Background: an optimization exercise with open tools, aiming at small area and a short achievable clock period. Do not read the settings as production practice.
At most, simulation tests tie the RTL to the original design; equivalence was not proved.
Only the layout flow was run in runs 2 and 3; the RTL was not checked for function there.
No run shown here takes its clock network from TritonCTS; it comes from the design's own scripts or RTL.
The clock input has no modelled driver; a real chip could not lean on it and would need a root buffer or a full tree.
Power and IR drop assume default switching activity.

`design/flow/design.v`:
```
module mp85_bus_target #(
    parameter logic [15:0] BASE_ADDR   = 16'h8000,
    parameter int          ADDR_BITS   = 8,
    parameter int          WAIT_STATES = 2
) (
    input  logic        clk,
    input  logic        rst,
    input  logic [15:0] address,
    input  logic        mem_read,
    input  logic        mem_write,
    input  logic [7:0]  data_in,
    output logic [7:0]  data_out,
    output logic        ready,
    output logic        selected,
    output logic        err
);
    typedef enum logic [1:0] {
        ST_IDLE,
        ST_WAIT,
        ST_ACCESS,
        ST_RELEASE
    } state_t;
    state_t          state;
    logic            wait2;       
    logic            op_wr;
    logic [7:0]      wdata;
    logic [7:0]      qp1;         
    logic [3:0]      lo4;         
    logic [7:0]      mid8;        
    logic [7:0]      ph;          
    logic [255:0][7:0] ring;
    logic [7:0]      pw_a;        
    logic [7:0]      pw_b;        
    logic [1:0]      pw_d;        
    logic [7:0]      wd;          
    logic            fire0;       
    logic            flate;       
    logic            p1, p2;      
    logic            bp;          
    logic            byp;         
    logic [3:0][7:0] s1;
    logic [7:0]      rd;
    logic hit;
    logic one_strobe;
    logic both_strobes;
    logic strobe_held;
    logic fire;
    logic [7:0] qn;               
    logic [5:0] widx;             
    always_comb begin
        hit          = (address[15:ADDR_BITS] == BASE_ADDR[15:ADDR_BITS]);
        one_strobe   = mem_read ^ mem_write;
        both_strobes = mem_read & mem_write;
        strobe_held  = op_wr ? mem_write : mem_read;
        fire         = fire0 || flate;
        qn           = address[7:0] + ph;
        widx         = 6'((qp1 + 8'd2) >> 2);
    end
    always_ff @(posedge clk or posedge rst) begin
        if (rst) begin
            state    <= ST_IDLE;
            wait2    <= 1'b0;
            fire0    <= 1'b0;
            data_out <= 8'h00;
            ready    <= 1'b0;
            selected <= 1'b0;
            err      <= 1'b0;
        end else begin
            ready <= 1'b0;
            err   <= 1'b0;
            fire0 <= (state == ST_WAIT) && wait2 && strobe_held && op_wr &&
                     (pw_d == 2'd0);
            case (state)
                ST_IDLE: begin
                    if (hit && both_strobes) begin
                        err <= 1'b1;
                    end else if (hit && one_strobe) begin
                        selected <= 1'b1;
                        wait2    <= 1'b0;
                        state    <= ST_WAIT;
                    end
                end
                ST_WAIT: begin
                    if (!strobe_held) begin
                        selected <= 1'b0;
                        state    <= ST_IDLE;
                    end else if (wait2) begin
                        state <= ST_ACCESS;
                    end else begin
                        wait2 <= 1'b1;
                    end
                end
                ST_ACCESS: begin
                    if (!op_wr) begin
                        if (byp)
                            data_out <= wd;
                        else if (qp1[0])
                            data_out <= rd ^ {8{!qp1[2]}};
                        else
                            data_out <= s1[qp1[7:6]] ^ {8{!qp1[2]}};
                    end
                    ready <= 1'b1;
                    state <= ST_RELEASE;
                end
                ST_RELEASE: begin
                    if (!mem_read && !mem_write) begin
                        selected <= 1'b0;
                        state    <= ST_IDLE;
                    end
                end
                default: state <= ST_IDLE;
            endcase
        end
    end
    always_ff @(posedge clk) begin
        if (state == ST_IDLE) begin
            op_wr <= mem_write;
            wdata <= data_in;
            qp1   <= qn;
            lo4   <= 4'd1 << qn[2:1];
            mid8  <= 8'd1 << qn[5:3];
        end
    end
    always_ff @(posedge clk) begin
        if (state == ST_WAIT && !wait2 && op_wr) begin
            pw_a <= 8'd1 << widx[5:3];
            pw_b <= 8'd1 << widx[2:0];
            pw_d <= 2'(8'd1 - qp1);
            wd   <= wdata;
        end
        p1    <= (state == ST_ACCESS) && op_wr;
        p2    <= p1;
        flate <= ((state == ST_ACCESS) && op_wr && pw_d == 2'd1) ||
                 (p1 && pw_d == 2'd2) || (p2 && pw_d == 2'd3);
        bp    <= p2 && (pw_d == 2'd3);
        if (state == ST_WAIT && !wait2)
            byp <= bp && pw_a[qp1[7:5]] && pw_b[qp1[4:2]] && (qp1[1:0] == 2'b11);
    end
    always_ff @(posedge clk) begin
        ph <= ph + 8'd1;
        for (int p = 0; p < 256; p++) begin
            if ((p % 4) == 3)
                ring[p] <= ~((fire && pw_a[p / 32] && pw_b[(p / 4) % 8]) ?
                             ((((p / 4) % 2) == 1) ? wd : ~wd) :
                             ring[(p + 255) % 256]);
            else
                ring[p] <= ring[(p + 255) % 256];
        end
    end
    always_ff @(posedge clk) begin
        for (int g = 0; g < 4; g++) begin
            logic [7:0] acc;
            acc = 8'h00;
            for (int j = 0; j < 32; j++)
                acc = acc | (ring[2 * (32 * g + j)] & {8{lo4[j % 4] & mid8[j / 4]}});
            s1[g] <= acc;
        end
        rd <= s1[qp1[7:6]];
    end
endmodule
```
`design/flow/flow/run.sh`:
```
#!/bin/bash
# Standard layout, except that the clock tree is built by flow/pre_cts.tcl
# (a balanced two-level buffer tree) instead of TritonCTS.
set -euo pipefail
export PRE_CTS_TCL="$PWD/flow/pre_cts.tcl"
export CT_LEAF_COLS=8 CT_LEAF_ROWS=9 CT_ROOT_CELL=sky130_fd_sc_hd__buf_16 CT_ROOT_COLS=2 CT_ROOT_ROWS=2
bash standard.sh > standard_flow.log 2>&1
```
`design/flow/flow/pre_cts.tcl`:
```
# Clock tree built here in place of TritonCTS: a balanced two-level tree. The
# clock port drives 4 root buffers (CT_ROOT_CELL, one per region of the core);
# each root drives the clkbuf_16 leaf buffers of its region; each leaf drives a cluster of
# about 30 nearby flip-flops. Every flip-flop sees the same number of buffer
# levels, and leaf/root buffers sit at the centroids of what they drive.
# Before that, the input port buffers (which the flow picks from the slow delay
# cells) are made plain buf_4 cells, and single-strength logic gates that
# drive many loads are given a stronger size of the same footprint.
rename clock_tree_synthesis my_tritoncts_unused

proc ct_centroid {pts} {
  set sx 0
  set sy 0
  foreach p $pts {
    set sx [expr {$sx + [lindex $p 1]}]
    set sy [expr {$sy + [lindex $p 2]}]
  }
  set n [llength $pts]
  return [list [expr {$sx / $n}] [expr {$sy / $n}]]
}

# Split pts (lists {obj x y}) into ncol columns by x, then each column into
# nrow rows by y, with counts as equal as possible. Returns a list of
# {col row pts}.
proc ct_grid {pts ncol nrow} {
  set out {}
  set pts [lsort -integer -index 1 $pts]
  set n [llength $pts]
  for {set c 0} {$c < $ncol} {incr c} {
    set lo [expr {($n * $c) / $ncol}]
    set hi [expr {($n * ($c + 1)) / $ncol - 1}]
    set col [lsort -integer -index 2 [lrange $pts $lo $hi]]
    set m [llength $col]
    for {set r 0} {$r < $nrow} {incr r} {
      set a [expr {($m * $r) / $nrow}]
      set b [expr {($m * ($r + 1)) / $nrow - 1}]
      lappend out [list $c $r [lrange $col $a $b]]
    }
  }
  return $out
}

proc ct_place {inst xy} {
  set m [$inst getMaster]
  set w [$m getWidth]
  set h [$m getHeight]
  $inst setLocation [expr {[lindex $xy 0] - $w / 2}] [expr {[lindex $xy 1] - $h / 2}]
  $inst setPlacementStatus PLACED
}

proc ct_fast_input_buffers {} {
  set db [ord::get_db]
  set block [ord::get_db_block]
  set buf [$db findMaster sky130_fd_sc_hd__buf_4]
  set n 0
  foreach bt [$block getBTerms] {
    if {[$bt getIoType] ne "INPUT" || [$bt getName] eq "clk"} { continue }
    set net [$bt getNet]
    if {$net eq "NULL"} { continue }
    foreach it [$net getITerms] {
      set inst [$it getInst]
      set m [[$inst getMaster] getName]
      if {[regexp {^sky130_fd_sc_hd__(clkdlybuf4s|dlygate|dlymetal|clkbuf_|buf_)} $m] && $m ne "sky130_fd_sc_hd__buf_4"} {
        $inst swapMaster $buf
        incr n
      }
    }
  }
  puts "input buffers made buf_4: $n"
}

proc ct_size_by_fanout {} {
  set db [ord::get_db]
  set block [ord::get_db_block]
  set n 0
  foreach inst [$block getInsts] {
    set m [[$inst getMaster] getName]
    if {![regexp {^(sky130_fd_sc_hd__[a-z0-9]+)_[01]$} $m -> base]} { continue }
    if {[regexp {__(s?e?df|dl|clk|tap|fill|decap|conb|diode)} $m]} { continue }
    set fo 0
    foreach it [$inst getITerms] {
      if {[$it isOutputSignal]} {
        set net [$it getNet]
        if {$net ne "NULL"} { set fo [expr {[llength [$net getITerms]] - 1}] }
      }
    }
    if {$fo < 6} { continue }
    set size [expr {$fo >= 12 ? 4 : 2}]
    set nm [$db findMaster ${base}_$size]
    if {$nm eq "NULL"} { set nm [$db findMaster ${base}_2] }
    if {$nm eq "NULL"} { continue }
    $inst swapMaster $nm
    incr n
  }
  puts "gates sized up by fanout: $n"
}

proc clock_tree_synthesis {args} {
  ct_fast_input_buffers
  ct_size_by_fanout
  set ncol $::env(CT_LEAF_COLS)
  set nrow $::env(CT_LEAF_ROWS)
  set rcol $::env(CT_ROOT_COLS)
  set rrow $::env(CT_ROOT_ROWS)
  set db [ord::get_db]
  set block [ord::get_db_block]
  set master [$db findMaster sky130_fd_sc_hd__clkbuf_16]
  set rmaster [$db findMaster $::env(CT_ROOT_CELL)]
  set clk [$block findNet clk]

  set sinks {}
  foreach it [$clk getITerms] {
    set bb [[$it getInst] getBBox]
    lappend sinks [list $it [expr {([$bb xMin] + [$bb xMax]) / 2}] \
                       [expr {([$bb yMin] + [$bb yMax]) / 2}]]
  }
  puts "manual CTS: [llength $sinks] sinks, leaves ${ncol}x${nrow}, roots ${rcol}x${rrow}"

  # leaf buffers
  set leaves {}
  set i 0
  foreach cell [ct_grid $sinks $ncol $nrow] {
    set pts [lindex $cell 2]
    set inst [odb::dbInst_create $block $master "clkbuf_leaf_${i}_clk"]
    set net [odb::dbNet_create $block "clknet_leaf_${i}_clk"]
    $net setSigType CLOCK
    foreach p $pts {
      set it [lindex $p 0]
      $it disconnect
      $it connect $net
    }
    [$inst findITerm X] connect $net
    set xy [ct_centroid $pts]
    ct_place $inst $xy
    lappend leaves [list $inst [lindex $xy 0] [lindex $xy 1]]
    incr i
  }

  # root buffers
  set i 0
  foreach cell [ct_grid $leaves $rcol $rrow] {
    set pts [lindex $cell 2]
    set inst [odb::dbInst_create $block $rmaster "clkbuf_root_${i}_clk"]
    set net [odb::dbNet_create $block "clknet_root_${i}_clk"]
    $net setSigType CLOCK
    foreach p $pts {
      [[lindex $p 0] findITerm A] connect $net
    }
    [$inst findITerm X] connect $net
    [$inst findITerm A] connect $clk
    ct_place $inst [ct_centroid $pts]
    incr i
  }
  $clk setSigType CLOCK
  global_connect
  set_propagated_clock [all_clocks]
  puts "manual CTS: [llength $leaves] leaf and $i root buffers"
}
```
`design/flow/standard.sh`:
```
#!/bin/bash
# synth_recipe.tcl (not shown) runs the flow's synth.tcl, then flattens the netlist and writes it again
# the make line also repeats each setting of config.mk as NAME=value (left out here)
make -C /OpenROAD-flow-scripts/flow DESIGN_CONFIG=/design/flow/config.mk WORK_HOME=/design/flow/orfs CLKGATE_MAP_FILE= SYNTH_SCRIPT=/design/flow/synth_recipe.tcl "${@:-finish}"
```
`design/flow/config.mk`:
```
export PLATFORM = sky130hd
export DESIGN_NAME = mp85_bus_target
export DESIGN_NICKNAME = mp85_bus_target
export VERILOG_FILES = /design/flow/design.v
export SDC_FILE = /design/flow/constraint.sdc
export NUM_CORES = 4
export LEC_CHECK = 0
export CAP_MARGIN = 20
export CORE_MARGIN = 2
export CORE_UTILIZATION = 55
export SETUP_SLACK_MARGIN = 3.0
export SLEW_MARGIN = 20
```
`design/flow/constraint.sdc`:
```
create_clock -name core_clock -period 5.0 [get_ports {clk}]
set_input_delay 1.0000 -clock core_clock [delete_from_list [all_inputs] [get_ports {clk}]]
set_output_delay 1.0000 -clock core_clock [all_outputs]
set_load 0.01 [all_outputs]
```
==> metrics.cfg, run 1 <==
[logic_synthesis]
yosysWarnings=1
synthFlopType=dfxtp_1
syn_inst=4337
synth_edf_count=56
synth_top_area_share=0.729
yosysUniqueCellTypes=63
synthArstFlopShare=0.00691
seq_area_frac_synth=0.764
synth_top_cell_by_area=dfxtp_1
syn-cell-area_sq_mm=0.0577
synth_nets=4377
syn_avg_cell_area_sq_um=13.3
ys_top_cells_by_area=dfxtp_1 (73%), mux2i_1 (4.7%), a22oi_1 (4.4%)
synth_seq_cells=2171

[grt]
use_met2=0.467
grt_pass1_wl_um=226000
grt-ovfl-total=0
grtUsageTotal=0.290
antenna_found_initial=3
grt.met3_usage=0.0243
top_usage_layer=met2
grtUsageMet1=0.421
grt_pass1_vias=31500
grt_max_degree=90

[sta]
period_share=0.426
fin_worst_skew_ns=0.0184
maxSlewHeadroom=0.283
slew_viol_final=0
timing_worst_slew_pin_value_ns=1.08
final-setup-viol-count=0
fmax_ghz=0.469
rsz0062_at_grt=true
fin_setup_tns_ns=0
fin_crit_ns=2.13
hold_violations=0

[route]
wire_per_inst_um=28.7
route.antenna.remaining_nets=0
num_vias=33500
wirelength_um=164000
drc=0
viasPerCell=5.85
drtIter0Drc=3838
dr.pass1.iters=8

[finish]
area.growth.synth_to_final_pct=9.28
final_cell_mix=dfxtp_1 (2100), a21oi_1 (332), a22oi_1 (325)
final_layout_size_suffix_gt1_frac=0.0963
layout_commonest_cell=dfxtp_1
fin_cells=5714
utilization=0.607
nNetsFinal=4373
postLayoutCellArea_sq_mm=0.0630

[setup_path]
required_ns=5.39
crit_type=flip-flop to flip-flop
end_kind=flip-flop
worst-path-max-fanout=89
crit_path_start_kind=flip-flop
max_stage_delay_ns=0.49
crit_slowest_cell=edfxtp_1
crit_path_cell_trace=buf_12 > a22oi_1 > o21ai_0 > or3_1 > or4_1
cp-startpoint=lo4[3]
worstReg2RegStart=lo4[3]
arrival_ns=2.52

[power_and_ir_drop]
vdd_drop_max_mv=0.440
power_density_mw_per_mm2=693
totalPowerFinal_mw=43.7
p_leak_nw=26.2

[clock_tree]
clk_latency_ns=0.51
cts.clk_slew.worst_paths_ns=0.11

[placement]
place_congestion=0.809
dp_cells=5546
hpwl_um=91600
placed_area_sq_mm=0.0593
io_buffers=38

[floorplanning]
die_y_um=328
fp.coreArea_sq_mm=0.104
std_cell_rows=118
boundaryPins=39
initial_core_util=0.556
dieArea_sq_mm=0.107
die_width_um=328

[outcome]
status=no timing/DRC/antenna violations

[worst_hold_path]
hold_path.class=flip-flop to flip-flop
hold_start=ring[986]

[flow_run]
maxCapViolCount=0

## cell type report
class,instances,area (sq um)
Sequential cell,2171,44100
Fill cell,8146,40800
Multi-Input combinational cell,1869,13100
Timing Repair Buffer,181,2050
Buffer,76,1910
Tap cell,1380,1730
Inverter,34,156
Antenna cell,3,7.51
## worst max-delay path, delay by kind of cell, from the launching register on
kind,cells,cell delay (ns)
and+or+nand+nor,2,0.69
buffers and inverters,1,0.29
AOI/OAI and AO/OA,2,0.43
DFF,1,0.49
## metal layers
layer / vias up / part of all wire
li1: 15100 / -
met1: 16800 / 0.45
met2: 1231 / 0.45
met3: 271 / 0.061
met4: 6 / 0.034
met5: - / 0.00023
## metrics by stage
step | hold slack, ns | worst slack [ns]
after global routing | 0.337 | 2.86
after global placement | 0.310 | 1.84
after CTS | 0.332 | 2.76
after floorplan | 0.310 | 2.46
final | 0.329 | 2.87
after detailed placement | 0.312 | 1.83
## cell usage after synthesis, types with 46 or more instances
cell type and n:
nand2_1 91, o22ai_1 54, a21oi_1 336, nand3_1 101, a222oi_1 63, edfxtp_1 56
nor2_1 314, a22oi_1 339, mux2i_1 269, dfxtp_1 2100, clkbuf_1 177, buf_1 46
## cell families (layout without fill, tap and decap cells)
group                    count (synthesis)  in the layout  synth area share
flip-flops                            2171           2171             0.764
AO/OA/AOI/OAI                          940            940             0.110
AND/OR/NAND/NOR                        608            608            0.0457
buffers and inverters                  297            291            0.0206
multiplexers                           282            282            0.0519
XOR/XNOR                                27             27           0.00410
adder cells (fa/ha/maj)                 12             12           0.00273
other                                    0              3                 0
## sequential cells by signal, indices dropped and copies added (netlist names), 2 cells and up, named ones only
register,cells
pw_b,8
s1,32
ring,2048
lo4,4
pw_a,8
mid8,8
wd,8
rd,8
pw_d,2
ph,8
data_out,8
qp1,8
wdata,8
## where the power goes
group          total (mW)  internal (mW)  switching (mW)
logic                8.02           3.21            4.81
clock network        7.53           2.76            4.77
registers            28.1           24.7            3.46
total                43.7           30.6            13.0
## path summary, 6_finish.rpt
path                        endpoint  slack [ns]  cells past startpoint
max in group asynchronous   state[0]        4.41                      2
setup / recovery              s1[28]        2.87                      5
hold / removal             ring[994]        0.33                      0
hold reg to reg            ring[994]        0.33                      0
min in group asynchronous        err        0.39                      2
setup reg to reg              s1[28]        2.87                      5
## timing repair
item | 4_1_cts | 5_1_grt
gates resized for setup | 104 | 73
hold buffers | 0 | 0
pin swaps | 17 | 43
buffers inserted | 46 | 32
cloned | 7 | 4
setup endpoints to repair | 63 | 72
==> inputs of run 2 (changes only) <==
--- a/design/flow/design.v
+++ b/design/flow/design.v
@@ -29,2 +29,5 @@
     logic [7:0]      mid8;        
+    logic [3:0]      lo4n;        
+    logic [7:0]      mid8n;       
+    logic [7:0]      ph53;        
     logic [7:0]      ph;          
@@ -48,2 +51,6 @@
     logic [7:0] qn;               
+    logic [7:0] d53;              
+    logic [7:0] x0;               
+    logic       c3;               
+    logic [7:0] mid8_next;       
     logic [5:0] widx;             
@@ -56,2 +63,10 @@
         qn           = address[7:0] + ph;
+        d53          = 8'd1 << address[5:3];
+        c3           = ({1'b0, address[2:0]} + {1'b0, ph[2:0]}) >= 4'd8;
+        for (int j = 0; j < 8; j++) begin
+            x0[j] = 1'b0;
+            for (int r = 0; r < 8; r++)
+                x0[j] = x0[j] | (ph53[r] & d53[(j - r) & 7]);
+        end
+        mid8_next   = c3 ? {x0[6:0], x0[7]} : x0;
         widx         = 6'((qp1 + 8'd2) >> 2);
@@ -120,3 +135,5 @@
             lo4   <= 4'd1 << qn[2:1];
-            mid8  <= 8'd1 << qn[5:3];
+            lo4n  <= ~(4'd1 << qn[2:1]);
+            mid8  <= mid8_next;
+            mid8n <= ~mid8_next;
         end
@@ -139,3 +156,4 @@
     always_ff @(posedge clk) begin
-        ph <= ph + 8'd1;
+        ph   <= ph + 8'd1;
+        ph53 <= 8'd1 << 3'((ph + 8'd1) >> 3);
         for (int p = 0; p < 256; p++) begin
@@ -154,3 +172,5 @@
             for (int j = 0; j < 32; j++)
-                acc = acc | (ring[2 * (32 * g + j)] & {8{lo4[j % 4] & mid8[j / 4]}});
+                acc = acc | (ring[2 * (32 * g + j)] &
+                             {8{(g < 2) ? (lo4[j % 4] & mid8[j / 4]) :
+                                          !(lo4n[j % 4] | mid8n[j / 4])}});
             s1[g] <= acc;
==> run 2 against run 1 <==
Effect of this change:
- clock skew up 0.011 ns
- clock power is essentially flat
- global-route usage fell by 0.060 points
- synthesized cell count rose by 1.8%
- via count increased by 2.3%
- wire length up 0.41%
- die area rose by 2.0%
- register-to-register slack got worse by 0.04 ns
- core utilization is 1.7 points higher
- critical path depth up 2
- sequential power down 17%
- highest routed layer unchanged
==> metrics.cfg, run 2 <==
[setup_path]
ff2ff_path_depth=7  ; +2
crit_path_start_kind=flip-flop
arrival_ns=2.57  ; +0.05 ns
required_ns=5.40  ; about the same
worst-path-max-fanout=22  ; -75%
end_kind=flip-flop
crit_type=flip-flop to flip-flop

[power_and_ir_drop]
vdd_drop_max_mv=0.394  ; -10%
power_frac_seq=0.641  ; -0.003
pwr-share-comb=0.151  ; -0.033
power_density_mw_per_mm2=550  ; -21%
switchingPower_mw=9.80  ; -25%
p_sw_frac=0.270  ; -0.0285
clockPowerShare=0.208  ; +0.036
p_leak_nw=27.8  ; +6.4%
power.internal_mw=26.5  ; -14%

[finish]
nNetsFinal=4547  ; +4.0%
layout_commonest_cell=dfxtp_1
fillCellCount=8247  ; +1.2%
reg_top3=ring: 2048 flops, s1: 32 flops
final_layout_size_suffix_gt1_frac=0.126  ; +0.0296
area.growth.synth_to_final_pct=12.1
regMostFlops=ring
final_cell_mix=dfxtp_1 (2107), a22oi_1 (316), nor2_1 (303)
utilization=0.624  ; +0.0165
largest_reg_flops=2048  ; unchanged

[grt]
grtUsageTotal=0.289  ; -0.000603
grt-ovfl-total=0  ; unchanged
grt_pass1_wl_um=230000  ; +1.9%
grt_pass1_vias=32600  ; +3.7%
grt_max_degree=66  ; -27%
antenna_found_initial=6  ; +3

[floorplanning]
initial_core_util=0.556  ; +0.000703
boundaryPins=39  ; unchanged
die_width_um=331  ; +0.97%
dieArea_sq_mm=0.110  ; +2.0%
std_cell_rows=119  ; +0.85%
die_y_um=331  ; +0.97%
fp.coreArea_sq_mm=0.106  ; +1.9%

[placement]
dp_slack_ns=1.43  ; -0.402 ns
place_congestion=0.805  ; -0.49%
io_buffers=38  ; unchanged
hpwl_um=93700  ; +2.3%

[worst_hold_path]
holdPathStages=0  ; unchanged
hold_path.class=flip-flop to flip-flop

[route]
drc=0  ; unchanged
viasPerCell=5.80  ; -0.88%
wirelength_um=165000  ; +0.41%
num_vias=34200  ; +2.3%
route.antenna.remaining_nets=0  ; unchanged
wire_per_inst_um=27.9  ; -2.7%
drtIter0Drc=3690  ; -3.9%
dr.pass1.iters=9  ; +1

[logic_synthesis]
synthFlopType=dfxtp_1
ys_top_cells_by_area=dfxtp_1 (72%), mux2i_1 (4.8%), a22oi_1 (4.6%)
syn_avg_cell_area_sq_um=13.3  ; +0.13%
yosysMostFrequentCell=dfxtp_1
synth_top_cell_by_area=dfxtp_1
syn_inst=4417  ; +1.8%
synth_seq_cells=2191  ; +0.92%
synth_nets=4457  ; +1.8%
synth_top_area_share=0.717  ; -0.0114
seq_area_frac_synth=0.758  ; -0.00600
syn-cell-area_sq_mm=0.0588  ; +2.0%
yosysUniqueCellTypes=67  ; +6.3%
synth_commonest_cells=dfxtp_1 (2108), a22oi_1 (364), nor2_1 (314)
synthArstFlopShare=0.00685  ; -0.0000631
synth_edf_count=68  ; +21%
yosysWarnings=1  ; unchanged

[sta]
rsz0062_at_grt=true
maxSlewHeadroom=0.285  ; +0.00221
slew_viol_final=0  ; unchanged
fin_crit_ns=2.17  ; +0.0395 ns
fmax_ghz=0.461  ; -1.8%
final-setup-viol-count=0  ; unchanged
fin_worst_skew_ns=0.0297  ; +0.0113 ns
hold_violations=0  ; unchanged
fin_setup_tns_ns=0  ; unchanged
timing_worst_slew_pin_value_ns=1.07  ; -0.00331 ns
whs_ns=0.314  ; -0.0156 ns
finalWorstSetupSlack_ns=2.83  ; -0.0395 ns
period_share=0.434  ; +0.00790

[flow_run]
maxCapViolCount=0  ; unchanged

[outcome]
status=no timing/DRC/antenna violations

[clock_tree]
cts_hold_buffers=0  ; unchanged
cts.clk_slew.worst_paths_ns=0.11  ; about the same
clk_latency_ns=0.53  ; +0.02 ns

-- run 2: cell types whose count changed in the layout (fill, tap and decap cells not counted), moves of 17 or more --
| cell | change |
|---|---|
| nand2_1 | +53 |
| nand3_1 | -48 |
| a22o_1 | +41 |
| buf_4 | +39 |
| a21oi_1 | -34 |
| a22oi_2 | +34 |
| buf_12 | +30 |
| a31oi_1 | -18 |
| nor3_1 | -17 |
-- run 2: path summary, 6_finish.rpt --
check / startpoint / endpoint / slack, ns
hold reg to reg: ring[41] / ring[49] / 0.31
setup / recovery: mid8n[0] / s1[23] / 2.83
max in group asynchronous: rst / data_out[4] / 4.41
hold / removal: ring[41] / ring[49] / 0.31
setup reg to reg: mid8n[0] / s1[23] / 2.83
min in group asynchronous: rst / selected / 0.39
-- run 2: area by class of cell --
type	instances	area, sq um	share of cell area
tap	1391	1740	0.0264
antenna	2	5.00	0.0000759
timing repair inverter	3	37.5	0.000569
sequential	2191	44600	0.677
timing repair buffer	267	3300	0.0501
multi-input combinational	1936	14100	0.214
inverter	32	239	0.00362
buffer	76	1910	0.0290
-- run 2: critical path: stages, from the launching register on --
cell      delay [ns]
edfxtp_1        0.41
buf_12          0.14
inv_8           0.05
buf_12          0.16
a222oi_1        0.34
a21oi_1         0.12
or4_1           0.49
or3_1           0.32
-- run 2: cell families after synthesis --
logic type / count (synthesis) / share of synthesized area
xor+xnor: 30 / 0.00447
buf+inv: 290 / 0.0194
simple gates: 641 / 0.0484
flops: 2191 / 0.758
compound gates: 941 / 0.110
mux: 312 / 0.0562
fa+ha+maj: 12 / 0.00268
-- run 2: power by group through the flow --
stage                     Sequential, mW  Clock [mW]  Combinational [mW]
after detailed placement            23.6           0                4.08
after global placement              23.6           0                4.06
after global routing                23.6        8.23                5.74
after CTS                           23.2        7.63                5.06
after floorplan                     22.7           0                2.66
final                               23.2        7.54                5.48
-- run 2: what timing repair did --
action,CTS,global route
pin swaps,54,67
gates cloned,14,8
endpoints found under the setup margin,599,77
hold endpoints to repair,0,0
resized for setup,269,108
setup buffers,105,38
-- run 2: metal layers --
layer,vias up,share of wire,global-route usage
li1,15600,-,-
met1,17100,0.44,0.408
met2,1258,0.46,0.475
met3,286,0.060,0.0229
met4,2,0.042,0.0916
met5,-,0.000079,0
-- run 2: stage by stage --
step                instance area, sq um  total power, mW  cells
finish                             66000             36.2   5898
global placement                   60600             27.6   5655
CTS                                65000             35.8   5850
floorplan                          59000             25.3   4417
global route                       65900             37.5   5896
detailed placement                 60600             27.7   5655
==> inputs of run 3 (changes only) <==
==> design/flow/flow/run.sh (replaced) <==
#!/bin/bash
# Standard layout, except that the clock tree is built by flow/pre_cts.tcl
# (a balanced two-level clkbuf_16 tree) instead of TritonCTS.
set -euo pipefail
export PRE_CTS_TCL="$PWD/flow/pre_cts.tcl"
export CT_LEAF_COLS=8 CT_LEAF_ROWS=10 CT_ROOT_COLS=2 CT_ROOT_ROWS=2
bash standard.sh > standard_flow.log 2>&1
--- a/design/flow/flow/pre_cts.tcl
+++ b/design/flow/flow/pre_cts.tcl
@@ -1,4 +1,4 @@
-# Clock tree built here in place of TritonCTS: a balanced two-level tree. The
-# clock port drives 4 root buffers (CT_ROOT_CELL, one per region of the core);
-# each root drives the clkbuf_16 leaf buffers of its region; each leaf drives a cluster of
+# Clock tree built here in place of TritonCTS: a balanced two-level tree of
+# clkbuf_16. The clock port drives NR root buffers (one per region of the core);
+# each root drives the leaf buffers of its region; each leaf drives a cluster of
 # about 30 nearby flip-flops. Every flip-flop sees the same number of buffer
@@ -107,3 +107,2 @@
   set master [$db findMaster sky130_fd_sc_hd__clkbuf_16]
-  set rmaster [$db findMaster $::env(CT_ROOT_CELL)]
   set clk [$block findNet clk]
@@ -142,3 +141,3 @@
     set pts [lindex $cell 2]
-    set inst [odb::dbInst_create $block $rmaster "clkbuf_root_${i}_clk"]
+    set inst [odb::dbInst_create $block $master "clkbuf_root_${i}_clk"]
     set net [odb::dbNet_create $block "clknet_root_${i}_clk"]
==> run 3 against run 2 <==
Effect of this change:
- wire length up 1.8%
- core utilization increased by 0.44 points
- sequential share of layout area fell by 0.48 points
- sequential power is essentially flat
- area after synthesis unchanged
- sequential cell count is the same
- maximum frequency up 0.21%
- clock power rose by 4.1%
- first-iteration DRC count is 2.2% higher
- setup slack better by 0.0046 ns
- via count up 0.60%
==> metrics.cfg, run 3 <==
[sta]
period_share=0.433  ; -0.000914
final-setup-viol-count=0  ; unchanged
fin_crit_ns=2.17  ; -0.00457 ns
hold_violations=0  ; unchanged
maxSlewHeadroom=0.284  ; -0.00101
fin_worst_skew_ns=0.0291  ; -0.000622 ns
timing_worst_slew_pin_value_ns=1.07  ; +0.00152 ns
fmax_ghz=0.462  ; +0.21%
fin_setup_tns_ns=0  ; unchanged
rsz0062_at_grt=true
finalWorstSetupSlack_ns=2.83  ; +0.00457 ns
slew_viol_final=0  ; unchanged

[setup_path]
crit_path_start_kind=flip-flop
crit_slowest_cell=dfrtp_1
crit_path_cell_trace=buf_2
worst-path-max-fanout=2  ; -91%
required_ns=4.00  ; -1.40 ns
arrival_ns=1.17  ; -1.40 ns
end_kind=output port
max_stage_delay_ns=0.44  ; -0.05 ns
crit_type=flip-flop to output port
crit_buf_inv=1  ; -2
cp_top_family=flip-flops

[logic_synthesis]
synth_top_cell_by_area=dfxtp_1
ys_top_cells_by_area=dfxtp_1 (72%), mux2i_1 (4.8%), a22oi_1 (4.6%)
syn_inst=4417  ; unchanged
seq_area_frac_synth=0.758  ; unchanged
synth_nets=4457  ; unchanged
synth_commonest_cells=dfxtp_1 (2108), a22oi_1 (364), nor2_1 (314)
synthFlopType=dfxtp_1
synth-adder-area-share=0.00268  ; unchanged
synthArstFlopShare=0.00685  ; unchanged
yosysMostFrequentCell=dfxtp_1
yosysWarnings=1  ; unchanged
syn_avg_cell_area_sq_um=13.3  ; unchanged
syn-cell-area_sq_mm=0.0588  ; unchanged
yosysUniqueCellTypes=67  ; unchanged
synthSimpleGateAreaFrac=0.0484  ; unchanged
synth_top_family_by_area=compound AO/OA/AOI/OAI gates
synth_top_area_share=0.717  ; unchanged
synthXorXnorAreaFrac=0.00447  ; unchanged
muxShareOfSynthArea=0.0562  ; unchanged
synth_seq_cells=2191  ; unchanged
synth_edf_count=68  ; unchanged
synth-compound-area-share=0.110  ; unchanged

[finish]
seq_area_sq_mm=0.0446  ; unchanged
final_layout_size_suffix_gt1_frac=0.135  ; +0.00944
largest_reg_flops=2048  ; unchanged
multiInputGateArea_sq_mm=0.0142  ; +0.37%
area.growth.synth_to_final_pct=12.9
fillCellCount=8238  ; -0.11%
regMostFlops=ring
final_cell_mix=dfxtp_1 (2107), nor2_1 (303), a22oi_1 (302)
reg_top3=ring: 2048 flops, s1: 32 flops
layout_commonest_cell=dfxtp_1
nNetsFinal=4580  ; +0.73%

[route]
viasPerCell=5.80  ; about the same
num_vias=34400  ; +0.60%
highest_layer=met4
m1WireLength_um=72300  ; about the same
wirelength_um=168000  ; +1.8%
wl_met2_um=77200  ; +2.3%
drtIter0Drc=3770  ; +2.2%
drc=0  ; unchanged
wire_per_inst_um=28.2  ; +1.2%
dr.pass1.iters=6  ; -3
route.antenna.remaining_nets=0  ; unchanged
wl_met3_um=10700  ; +8.2%

[clock_tree]
clk_latency_ns=0.57  ; +0.04 ns
cts.clk_slew.worst_paths_ns=0.10  ; about the same
cts_hold_buffers=0  ; unchanged

[placement]
hpwl_um=93700  ; unchanged
place_congestion=0.805  ; unchanged
dp_slack_ns=1.43  ; unchanged
io_buffers=38  ; unchanged

[grt]
grtUsageTotal=0.292  ; +0.00291
grt_pass1_wl_um=232000  ; +0.83%
antenna_found_initial=2  ; -4
grt_pass1_vias=32800  ; +0.35%
grt_max_degree=66  ; unchanged
grt-ovfl-total=0  ; unchanged

[floorplanning]
dieArea_sq_mm=0.110  ; unchanged
boundaryPins=39  ; unchanged
die_y_um=331  ; unchanged
initial_core_util=0.556  ; unchanged
std_cell_rows=119  ; unchanged
die_width_um=331  ; unchanged
fp.coreArea_sq_mm=0.106  ; unchanged

[power_and_ir_drop]
totalPowerFinal_mw=36.7  ; +1.1%
power_density_mw_per_mm2=552  ; +0.43%
p_leak_nw=28.1  ; +0.82%
vdd_drop_max_mv=0.344  ; -13%

[worst_hold_path]
hold_path.class=flip-flop to flip-flop

[outcome]
status=no timing/DRC/antenna violations

[flow_run]
maxCapViolCount=0  ; unchanged

==> run 3: cell counts after synthesis <==
Identical to the previous run, type by type.
==> run 3: area by class of cell <==
| class | instances | area share |
|---|---|---|
| diodes | 3 | 0.000113 |
| plain buffers | 84 | 0.0316 |
| flip-flops and latches | 2191 | 0.672 |
| repair buffers | 289 | 0.0518 |
| well taps | 1391 | 0.0262 |
| repair inverters | 6 | 0.00104 |
| inverters | 32 | 0.00433 |
| multi-input cells | 1936 | 0.213 |
==> run 3: worst paths after layout <==
check | from | end | slack [ns] | cells past startpoint
worst max-delay path | data_out[4] | data_out[4] | 2.83 | 1
worst min-delay path | ring[415] | ring[423] | 0.32 | 0
worst max register to register | mid8n[0] | s1[16] | 2.85 | 8
worst min register to register | ring[415] | ring[423] | 0.32 | 0
max in group asynchronous | rst | data_out[1] | 4.44 | 2
min in group asynchronous | rst | selected | 0.36 | 2
==> run 3: where the power goes <==
part | total [mW] | leakage (nW) | internal [mW] | switching [mW]
combinational | 5.56 | 8.51 | 2.33 | 3.23
sequential | 23.2 | 18.5 | 21.4 | 1.85
clock | 7.85 | 1.04 | 2.98 | 4.87
==> run 3: cell families (layout without fill, tap and decap cells) <==
logic type	after synthesis	in the layout
fa+ha+maj	12	12
simple gates	641	641
compound gates	941	941
other cells	0	3
buf+inv	290	411
mux	312	312
xor+xnor	30	30
flops	2191	2191
==> run 3: stage by stage <==
| stage | utilization | instance area, sq um | hold slack (ns) | std cells |
|---|---|---|---|---|
| final | 0.628 | 66400 | 0.318 | 5932 |
| after floorplan | - | 59000 | 0.310 | 4417 |
| after global placement | 0.573 | 60600 | 0.310 | 5655 |
| after CTS | 0.618 | 65400 | 0.325 | 5872 |
| after global routing | 0.628 | 66400 | 0.323 | 5929 |
| after detailed placement | 0.573 | 60600 | 0.312 | 5655 |
==> run 3: layer usage <==
layer / vias up / track usage
li1: 15700 / -
met1: 17100 / 0.412
met2: 1312 / 0.477
met3: 324 / 0.0258
met4: 0 / 0.0957
met5: - / 0
==> run 3: worst register-to-register path, stage by stage, from the launching register on <==
cell	delay, ns
edfxtp_1	0.41
buf_12	0.15
inv_16	0.05
buf_12	0.13
buf_12	0.14
a22oi_2	0.20
o22ai_2	0.13
a2111oi_4	0.31
or4b_4	0.51
==> run 3: repair_timing <==
action | 4_1_cts | 5_1_grt
gates resized for setup | 281 | 126
pin swaps | 59 | 50
gates cloned | 16 | 8
buffers inserted | 117 | 49
setup endpoints to repair | 592 | 75

## static timing again, ports no longer ideal
The results above use ideal ports. As a check the final layouts listed here were re-extracted and re-timed, cells and wires unchanged.
Step 1 assumes that a clkbuf_16 drives the clock port and a buf_2 every other input.
Step 2, shift: input delay + t, output delay - t, t = (earliest + latest rising clock arrival at the registers) / 2. This alone moves slack from input paths to output paths.
a / b / c = ideal ports / drivers / drivers and shift; a / b = the first two.
run | t, ns | setup WS [ns] | latest minus earliest clock arrival (ns)
run 1 | 0.675 | 2.869 / 2.763 / 2.375 | 0.024 / 0.024
run 2 | 0.677 | 2.829 / 2.706 / 2.394 | 0.037 / 0.036
run 3 | 0.712 | 2.834 / 2.673 / 2.442 | 0.030 / 0.029
After both steps setup and hold are still met in every run listed. For run 1, which loses most, drivers alone change the setup slack by -0.106 ns; drivers and shift together by -0.494 ns.
